Background: an optimization exercise with open tools, aiming at small area and a short achievable clock period. Do not read the settings as production practice.
Function was checked by simulation only, so behaviour that the tests miss may differ from the original.
Power is estimated from default activity; no workload was simulated.

==> design.v <==
module gpac_dac_tx_core #(
  parameter int unsigned ABUSWIDTH = 16,
  parameter logic [1:0]  DAC_ID    = 2'd0
) (
  input  logic                 BUS_CLK,
  input  logic                 BUS_RST_N,
  input  logic [ABUSWIDTH-1:0] BUS_ADD,
  input  logic [7:0]           BUS_DATA_IN,
  output logic [7:0]           BUS_DATA_OUT,
  input  logic                 BUS_WR,
  input  logic                 BUS_RD,
  input  logic                 DAC_TRIGGER,
  output logic [13:0]          DAC_DATA,
  output logic                 DAC_STB,
  output logic                 DAC_SYNC,
  output logic                 BUSY
);
  localparam logic [5:0]           VERSION   = 6'd1;
  localparam logic [ABUSWIDTH-1:0] REG_COUNT = ABUSWIDTH'(12);
  localparam logic [3:0] A_ID      = 4'd0;
  localparam logic [3:0] A_CMD     = 4'd1;
  localparam logic [3:0] A_CONF    = 4'd2;
  localparam logic [3:0] A_LEN     = 4'd3;
  localparam logic [3:0] A_REPEAT  = 4'd4;
  localparam logic [3:0] A_DIV     = 4'd5;
  localparam logic [3:0] A_IDLE_LO = 4'd6;
  localparam logic [3:0] A_IDLE_HI = 4'd7;
  localparam logic [3:0] A_PTR     = 4'd8;
  localparam logic [3:0] A_STAGE   = 4'd9;
  localparam logic [3:0] A_COMMIT  = 4'd10;
  localparam logic [3:0] A_LOOPS   = 4'd11;
  typedef enum logic [1:0] {S_IDLE, S_ARMED, S_PLAY} state_e;
  logic [1:0] rst_sync;
  logic       rst_n;
  always_ff @(posedge BUS_CLK or negedge BUS_RST_N) begin
    if (!BUS_RST_N) rst_sync <= '0;
    else            rst_sync <= {rst_sync[0], 1'b1};
  end
  assign rst_n = rst_sync[1];
  logic [3:0] reg_sel;
  logic       reg_hit, wr_hit, soft_rst, start_wr, commit;
  assign reg_sel  = BUS_ADD[3:0];
  assign reg_hit  = (BUS_ADD < REG_COUNT);
  assign wr_hit   = BUS_WR && reg_hit;
  assign soft_rst = BUS_WR && (BUS_ADD == '0);   
  assign start_wr = wr_hit && (reg_sel == A_CMD);
  assign commit   = wr_hit && (reg_sel == A_COMMIT);
  logic [1:0]  conf_q;
  logic [7:0]  len_q, rpt_q, div_q, ptr_q, staging_q;
  logic [13:0] idle_q;
  always_ff @(posedge BUS_CLK or negedge rst_n) begin
    if (!rst_n) begin
      conf_q    <= '0;
      len_q     <= '0;
      rpt_q     <= '0;
      div_q     <= '0;
      idle_q    <= '0;
      ptr_q     <= '0;
      staging_q <= '0;
    end else if (soft_rst) begin
      conf_q    <= '0;
      len_q     <= '0;
      rpt_q     <= '0;
      div_q     <= '0;
      idle_q    <= '0;
      ptr_q     <= '0;
      staging_q <= '0;
    end else if (wr_hit) begin
      case (reg_sel)
        A_CONF:    conf_q         <= BUS_DATA_IN[1:0];
        A_LEN:     len_q          <= BUS_DATA_IN;
        A_REPEAT:  rpt_q          <= BUS_DATA_IN;
        A_DIV:     div_q          <= BUS_DATA_IN;
        A_IDLE_LO: idle_q[7:0]    <= BUS_DATA_IN;
        A_IDLE_HI: idle_q[13:8]   <= BUS_DATA_IN[5:0];
        A_PTR:     ptr_q          <= BUS_DATA_IN;
        A_STAGE:   staging_q      <= BUS_DATA_IN;
        A_COMMIT:  ptr_q          <= ptr_q + 8'd1;
        default: ;
      endcase
    end
  end
  state_e      state_q, state_d;
  logic [7:0]  idx_q, idx_d, tick_q, tick_d, loop_q, loop_d, len_m1;
  logic        done_q, done_d, start_q, trig_q, trig_prev, end_q, busy_q;
  logic        sample_tick, end_tick, sample_ns, end_ns;
  logic [13:0] mem_q;
  assign len_m1 = len_q - 8'd1;
  logic       tick0_q, endc_q, last_q, tick0_d, endc_d, last_d;
  logic [7:0] len_d, rpt_d;
  always_comb begin
    len_d = len_q;
    rpt_d = rpt_q;
    if (soft_rst) begin
      len_d = '0;
      rpt_d = '0;
    end else if (wr_hit && reg_sel == A_LEN) begin
      len_d = BUS_DATA_IN;
    end else if (wr_hit && reg_sel == A_REPEAT) begin
      rpt_d = BUS_DATA_IN;
    end
  end
  assign tick0_d = (tick_d == 8'd0);
  assign endc_d  = (rpt_d != 8'd0) && (loop_d == rpt_d);
  assign last_d  = (idx_d == len_d - 8'd1);
  always_ff @(posedge BUS_CLK or negedge rst_n) begin
    if (!rst_n) begin
      tick0_q <= 1'b1;
      endc_q  <= 1'b0;
      last_q  <= 1'b0;
    end else begin
      tick0_q <= tick0_d;
      endc_q  <= endc_d;
      last_q  <= last_d;
    end
  end
  always_comb begin
    state_d     = state_q;
    idx_d       = idx_q;
    tick_d      = tick_q;
    loop_d      = loop_q;
    done_d      = done_q;
    sample_ns   = 1'b0;
    end_ns      = 1'b0;
    begin
      case (state_q)
        S_IDLE: begin
          if (start_q) begin
            state_d = conf_q[0] ? S_ARMED : S_PLAY;
            idx_d   = '0;
            tick_d  = '0;
            loop_d  = '0;
            done_d  = 1'b0;
          end
        end
        S_ARMED: begin
          if (trig_q && !trig_prev) state_d = S_PLAY;
        end
        S_PLAY: begin
          tick_d = (tick_q == div_q) ? 8'd0 : tick_q + 8'd1;
          if (tick0_q) begin
            if (endc_q) begin
              end_ns   = 1'b1;
              done_d   = 1'b1;
              state_d  = S_IDLE;
              idx_d    = '0;
              tick_d   = '0;
            end else begin
              sample_ns = 1'b1;
              if (last_q) begin
                idx_d = '0;
                if (loop_q != 8'hFF) loop_d = loop_q + 8'd1;
              end else begin
                idx_d = idx_q + 8'd1;
              end
            end
          end
        end
        default: state_d = S_IDLE;
      endcase
    end
    sample_tick = sample_ns && !soft_rst;
    end_tick    = end_ns && !soft_rst;
    if (soft_rst) begin
      state_d = S_IDLE;
      idx_d   = '0;
      tick_d  = '0;
      loop_d  = '0;
      done_d  = 1'b0;
    end
  end
  logic        pend_v, pend_vn;
  logic [7:0]  pend_a;
  logic [13:0] pend_d;
  always_ff @(posedge BUS_CLK) begin
    pend_v  <= commit;
    pend_vn <= !commit;
    pend_a  <= ptr_q;
    pend_d  <= {BUS_DATA_IN[5:0], staging_q};
  end
  logic [13:0] mem [256];
  logic [15:0] pw_lo, pw_hi, pw_hiv;
  always_ff @(posedge BUS_CLK) begin
    pw_lo  <= 16'd1 << ptr_q[3:0];
    pw_hi  <= 16'd1 << ptr_q[7:4];
    pw_hiv <= commit ? (16'd1 << ptr_q[7:4]) : 16'd0;
  end
  for (genvar i = 0; i < 256; i++) begin : g_word
    logic we, hold;
    assign we   = pw_lo[i % 16] && pw_hiv[i / 16];              
    assign hold = pend_vn || !(pw_lo[i % 16] && pw_hi[i / 16]);  
    always_ff @(posedge BUS_CLK) begin
      mem[i] <= ({14{we}} & pend_d) | ({14{hold}} & mem[i]);
    end
  end
  logic         go_zero, go_next;
  logic [255:0] sel_q, sel_d;
  logic [13:0]  grp_d [16];
  logic [13:0]  grp_q [16];
  logic [13:0]  byp_d, grp_or;
  logic [7:0]   idx_rd;
  logic         byp_hit;
  always_ff @(posedge BUS_CLK or negedge rst_n) begin
    if (!rst_n) begin
      go_zero <= 1'b0;
      go_next <= 1'b0;
    end else begin
      go_zero <= ((state_d == S_IDLE) && start_wr) ||
                 ((state_d == S_PLAY) && tick0_d && (endc_d || last_d));
      go_next <= (state_d == S_PLAY) && tick0_d && !endc_d && !last_d;
    end
  end
  assign idx_rd = go_zero ? 8'd0 : go_next ? idx_q + 8'd1 : idx_q;
  assign sel_d  = go_zero ? 256'd1 : go_next ? {sel_q[254:0], sel_q[255]} : sel_q;
  always_ff @(posedge BUS_CLK) begin
    sel_q <= sel_d;
  end
  always_comb begin
    for (int j = 0; j < 16; j++) begin
      grp_d[j] = '0;
      for (int i = 0; i < 16; i++) grp_d[j] = grp_d[j] | ({14{sel_d[16*j+i]}} & mem[16*j+i]);
    end
  end
  always_ff @(posedge BUS_CLK) begin
    for (int j = 0; j < 16; j++) grp_q[j] <= grp_d[j];
    byp_hit <= pend_v && (pend_a == idx_rd);
    byp_d   <= pend_d;
  end
  always_comb begin
    grp_or = '0;
    for (int j = 0; j < 16; j++) grp_or = grp_or | grp_q[j];
  end
  assign mem_q = byp_hit ? byp_d : grp_or;
  logic [7:0] rd_data;
  always_comb begin
    rd_data = '0;
    if (reg_hit) begin
      case (reg_sel)
        A_ID:      rd_data = {DAC_ID, VERSION};
        A_CMD:     rd_data = {6'b0, BUSY, done_q};
        A_CONF:    rd_data = {6'b0, conf_q};
        A_LEN:     rd_data = len_q;
        A_REPEAT:  rd_data = rpt_q;
        A_DIV:     rd_data = div_q;
        A_IDLE_LO: rd_data = idle_q[7:0];
        A_IDLE_HI: rd_data = {2'b0, idle_q[13:8]};
        A_PTR:     rd_data = ptr_q;
        A_STAGE:   rd_data = staging_q;
        A_COMMIT:  rd_data = ptr_q;
        A_LOOPS:   rd_data = loop_q;
        default:   rd_data = '0;
      endcase
    end
  end
  always_ff @(posedge BUS_CLK or negedge rst_n) begin
    if (!rst_n) begin
      state_q      <= S_IDLE;
      idx_q        <= '0;
      tick_q       <= '0;
      loop_q       <= '0;
      done_q       <= 1'b0;
      start_q      <= 1'b0;
      trig_q       <= 1'b0;
      trig_prev    <= 1'b0;
      end_q        <= 1'b0;
      busy_q       <= 1'b0;
      DAC_DATA     <= '0;
      DAC_STB      <= 1'b0;
      DAC_SYNC     <= 1'b0;
      BUS_DATA_OUT <= '0;
    end else begin
      state_q   <= state_d;
      idx_q     <= idx_d;
      tick_q    <= tick_d;
      loop_q    <= loop_d;
      done_q    <= done_d;
      start_q   <= start_wr;
      trig_q    <= DAC_TRIGGER;
      trig_prev <= trig_q;
      end_q     <= end_tick;
      busy_q    <= (state_d != S_IDLE) || end_tick;
      DAC_STB   <= sample_tick || end_tick;
      DAC_SYNC  <= sample_tick && (idx_q == 8'd0);
      if (soft_rst)                     DAC_DATA <= '0;
      else if (sample_ns)               DAC_DATA <= mem_q;
      else if (end_ns && !conf_q[1])    DAC_DATA <= idle_q;
      if (BUS_RD) BUS_DATA_OUT <= rd_data;
    end
  end
  assign BUSY = busy_q;
endmodule
==> flow/run.sh <==
#!/bin/bash
# The standard layout (the standard.sh, standard synthesis unchanged), with two
# changes: the port buffers are buf_4 instead of the default pick (a delay cell), and
# the buffers ABC inserts during synthesis are removed at floorplan so that placement
# buffers the nets with its own sizing.
# Full make output goes to flow_make.log here; ORFS's per-step logs stay under orfs/logs/.
set -uo pipefail
bash standard.sh \
  "BUFFER_PORTS_ARGS=-buffer_cell sky130_fd_sc_hd__buf_4" \
  REMOVE_ABC_BUFFERS=1 \
  finish > flow_make.log 2>&1
status=$?
tail -40 flow_make.log
exit $status
==> standard.sh <==
#!/bin/bash
# synth_recipe.tcl (not shown) runs the flow's synth.tcl, then flattens the netlist and writes it again
# the make line also repeats each setting of config.mk as NAME=value (left out here)
make -C /OpenROAD-flow-scripts/flow DESIGN_CONFIG=/design/flow/config.mk WORK_HOME=/design/flow/orfs CLKGATE_MAP_FILE= SYNTH_SCRIPT=/design/flow/synth_recipe.tcl "${@:-finish}"
==> config.mk <==
export PLATFORM = sky130hd
export DESIGN_NAME = gpac_dac_tx_core
export DESIGN_NICKNAME = gpac_dac_tx_core
export VERILOG_FILES = /design/flow/design.v
export SDC_FILE = /design/flow/constraint.sdc
export NUM_CORES = 4
export LEC_CHECK = 0
export CAP_MARGIN = 20
export CORE_MARGIN = 2
export CORE_UTILIZATION = 45
export CTS_CLUSTER_DIAMETER = 80
export CTS_CLUSTER_SIZE = 20
export GPL_TIMING_DRIVEN = 1
export SETUP_SLACK_MARGIN = 3.6
export SLEW_MARGIN = 20
==> constraint.sdc <==
create_clock -name core_clock -period 6.5 [get_ports {BUS_CLK}]
set_input_delay 1.3000 -clock core_clock [delete_from_list [all_inputs] [get_ports {BUS_CLK}]]
set_output_delay 1.3000 -clock core_clock [all_outputs]
set_load 0.01 [all_outputs]
==> run notes <==
-- power by group through the flow --
stage | Combinational, mW | Sequential, mW | Clock [mW]
finish | 0.297 | 26.2 | 15.6
CTS | 0.286 | 26.2 | 15.7
detailed placement | 0.277 | 26.8 | 0
global route | 0.299 | 26.2 | 16.6
global placement | 0.274 | 26.8 | 0
floorplan | 0.0246 | 26.9 | 0
-- synth_stat cells, drive strengths merged (15+ instances only) --
cell    count  area (um2)
a21oi      60         304
a221oi    897        7860
a22o     4484       39300
and2      277        1730
buf       222         860
clkbuf   1406        5280
dfrtp     117        2930
dfxtp    4151       83100
inv        21        78.8
mux2i     297        2970
nand2     313        1170
nand2b     15        93.8
nand3      41         205
nand4     231        1470
nor2      396        1500
nor2b      32         200
nor3       25         130
nor4       66         440
o21a       16         120
o21ai      39         195
o22ai      23         144
xor2       24         210
-- logic make-up after synthesis --
group                    Yosys count
AND/OR/NAND/NOR                 1442
flip-flops                      4269
adder cells (fa/ha/maj)           11
XOR/XNOR                          38
buffers and inverters           1649
AO/OA/AOI/OAI                   5586
other                              1
multiplexers                     307
-- metrics by stage --
step | std cells | worst slack, ns | hold WS [ns] | instance area [um2]
CTS | 16900 | 3.56 | 0.0747 | 162000
finish | 17100 | 3.50 | 0.134 | 163000
detailed placement | 16600 | 1.83 | 0.344 | 155000
global placement | 16600 | 1.78 | 0.345 | 155000
global route | 17000 | 3.44 | 0.107 | 163000
floorplan | 11700 | -3.23 | 0.331 | 145000
-- path summary, 6_finish.rpt --
check                                    end  slack [ns]        start  cells past startpoint
worst min register to register   rst_sync[1]        0.36  rst_sync[0]                      0
worst max register to register  grp_q[11][7]        3.50      go_next                      7
worst max-delay path            grp_q[11][7]        3.50      go_next                      7
worst min-delay path             rst_sync[1]        0.13    BUS_RST_N                      1
min in group core_clock          rst_sync[1]        0.36  rst_sync[0]                      0
max in group asynchronous       staging_q[1]        4.77  rst_sync[1]                      1
-- cell type report --
cell class                      instances  area share
Clock buffer                          258      0.0379
Sequential cell                      4269       0.527
Clock inverter                         16     0.00106
Tap cell                             4515      0.0346
Multi-Input combinational cell       7387       0.371
Timing Repair Buffer                  479      0.0255
Antenna cell                          114     0.00175
Inverter                               21    0.000483
-- state kept, by name, indices dropped and copies added, names as in the netlist, 14 cells and up --
signal / flops
mem: 3584
grp_q: 224
DAC_DATA: 14
pend_d: 14
pw_hiv: 16
sel_q: 256
pw_hi: 16
byp_d: 14
pw_lo: 16
idle_q: 14
-- critical path: stages (launching register included) --
cell	delay, ns
dfrtp_4	0.45
buf_12	0.23
buf_16	0.31
mux2i_1	0.27
nor2_2	0.22
a22o_1	0.28
a221oi_1	0.60
nand4_1	0.35
-- routing by layer --
metal,up-vias,part of all wire
li1,50100,-
met1,62800,0.40
met2,8440,0.43
met3,1607,0.11
met4,14,0.055
met5,-,0.00014
-- cells in the final DEF, fill, tap and decap left out, drive strengths merged, types with 6 or more instances in the layout --
master,Yosys,final
o21ai,39,39
dfrtp,117,117
nor3b,9,9
inv,21,27
nand2,313,313
nor3,25,25
nand2b,15,15
nor2,396,396
o21a,16,16
or3,8,8
ha,11,11
xnor2,14,14
mux2,9,9
clkinv,0,10
a22o,4484,4484
xor2,24,24
nand3,41,41
mux2i,297,297
and3,13,13
nand4,231,231
a221oi,897,897
o22ai,23,23
a21oi,60,60
nor2b,32,32
buf,222,476
clkbuf,1406,259
a31oi,6,6
a41oi,14,14
dfxtp,4151,4151
a222oi,7,7
and2,277,277
diode,0,114
nor4,66,66
-- what timing repair did --
| action | CTS | global route |
|---|---|---|
| pin swaps | 21 | 13 |
| hold buffers | 0 | 0 |
| resized for setup | 107 | 94 |
| gates cloned | 4 | 1 |
| setup buffers | 55 | 18 |
| endpoints found under the setup margin | 1158 | 329 |
==> flow_metrics.env <==
export IMPL_ys_async_sr_fraction=0.0276
export IMPL_synth_compound_area_frac=0.320
export IMPL_slew_headroom=0.156
export IMPL_clkTransAtPathRegs_ns=0.09
export IMPL_drive_gt1_frac=0.0840
export IMPL_cts_buffers=239
export IMPL_cts_tree="done"
export IMPL_final_period_utilization=0.462
export IMPL_status="complete, but fails checks"
export IMPL_vias=123000
export IMPL_clkPwrFrac=0.371
export IMPL_drv_cap=0
export IMPL_use_met3=0.0886
export IMPL_end_kind="register"
export IMPL_synth_warning_count=4
export IMPL_die_area_mm2=0.342
export IMPL_drtIter0Drc=16800
export IMPL_grt_pass1_wl_um=863000
export IMPL_clock_fmax_mhz=333
export IMPL_grt_busiest_layer="met2"
export IMPL_final_core_util=0.486
export IMPL_synthMuxAreaShare=0.0205
export IMPL_clockBufferDepth=4
export IMPL_cts_sinks=4269
export IMPL_first_pass_iters=6
export IMPL_vias_per_cell=7.21
export IMPL_synthXorXnorAreaFrac=0.00220
export IMPL_synth_area_mm2=0.152
export IMPL_synth_fa_ha_area_frac=0.000908
export IMPL_drc_errors=0
export IMPL_setup_viol=0
export IMPL_synth_top_family_by_area="compound AO/OA/AOI/OAI gates"
export IMPL_rows=213
export IMPL_port_buffers=53
export IMPL_internal_power_mw=32.9
export IMPL_startpoint_type="register"
export IMPL_period_needed_ns=3.00
export IMPL_die_w_um=584
export IMPL_syn_inst=13300
export IMPL_ys_flop_type="dfxtp_1"
export IMPL_multi_input_area_mm2=0.0606
export IMPL_worstPathArrival_ns=3.75
export IMPL_synth_area_per_cell_um2=11.4
export IMPL_grt_overflow=0
export IMPL_fin_worst_skew_ns=0.0709
export IMPL_clockRootBuffer="clkbuf_16"
export IMPL_rsz0062_at_grt="yes"
export IMPL_use_met2=0.502
export IMPL_ctsHtreeMaxLevel=4
export IMPL_switching_share=0.218
export IMPL_initial_core_util=0.451
export IMPL_finalPower_mw=42.1
export IMPL_gp_congestion=0.946
export IMPL_p_leak_nw=60.9
export IMPL_track_usage=0.341
export IMPL_wl_um=610000
export IMPL_die_height_um=584
export IMPL_ant_nets=3
export IMPL_dpl_hpwl_um=368000
export IMPL_switchingPower_mw=9.19
export IMPL_power_density_mw_per_mm2=258
export IMPL_coreArea_mm2=0.336
export IMPL_setup_tns_ns=0
export IMPL_met1_usage=0.459
export IMPL_crit_path_max_fanout=41
export IMPL_synthSimpleGateAreaFrac=0.0481
export IMPL_fill_cells=29800
export IMPL_clk_insertion_delay_late_ns=0.99
export IMPL_antenna_found_initial=40
export IMPL_synth_edff_count=0
export IMPL_min_delay_path_class="in -> async"
export IMPL_critPathKind="reg -> reg"
export IMPL_cp_data_required_time_ns=7.24
export IMPL_violatedChecks="antenna rules"
export IMPL_grt_max_degree=150
export IMPL_hold_violations=0
export IMPL_synth_seq_cells=4269
export IMPL_worst_pin_slew_ns=1.26
export IMPL_area_growth_pct=7.72
export IMPL_ios=54
export IMPL_synth_yosys_seq_area_share=0.568
export IMPL_p_seq_frac=0.622
export IMPL_comb_power_share=0.007
export IMPL_grt_pass1_vias=115000
export IMPL_ir_worst_vdd_mv=0.284
export IMPL_drv_slew=0
export IMPL_final_seq_area_mm2=0.0861
export IMPL_ys_types=75
export IMPL_fin_nets=12400
export IMPL_wl_per_cell_um=35.8

-- re-timing with driven ports --
How much do the figures lean on ideal ports? The routed layout below was timed once more, with nothing changed but the port constraints.
Step 1 (the two cells are an assumption about what drives the block):
set clk [get_ports {BUS_CLK}]
set_driving_cell -lib_cell sky130_fd_sc_hd__clkbuf_16 $clk
set_driving_cell -lib_cell sky130_fd_sc_hd__buf_2 [delete_from_list [all_inputs] $clk]
Step 2 also shifts input and output timing later by t, the mid clock arrival at the registers, as if the neighbouring blocks saw the same clock.
Three values: ideal, step 1, step 2; two values: the first two.
t, ns: 1.074
setup slack, ns: 3.499 / 3.499 / 2.537
latest minus earliest clock arrival (ns): 0.073 / 0.074
pins driven straight from the clock port: 1
For this run, drivers alone change the setup slack by 0.000 ns; drivers and shift together by -0.962 ns.
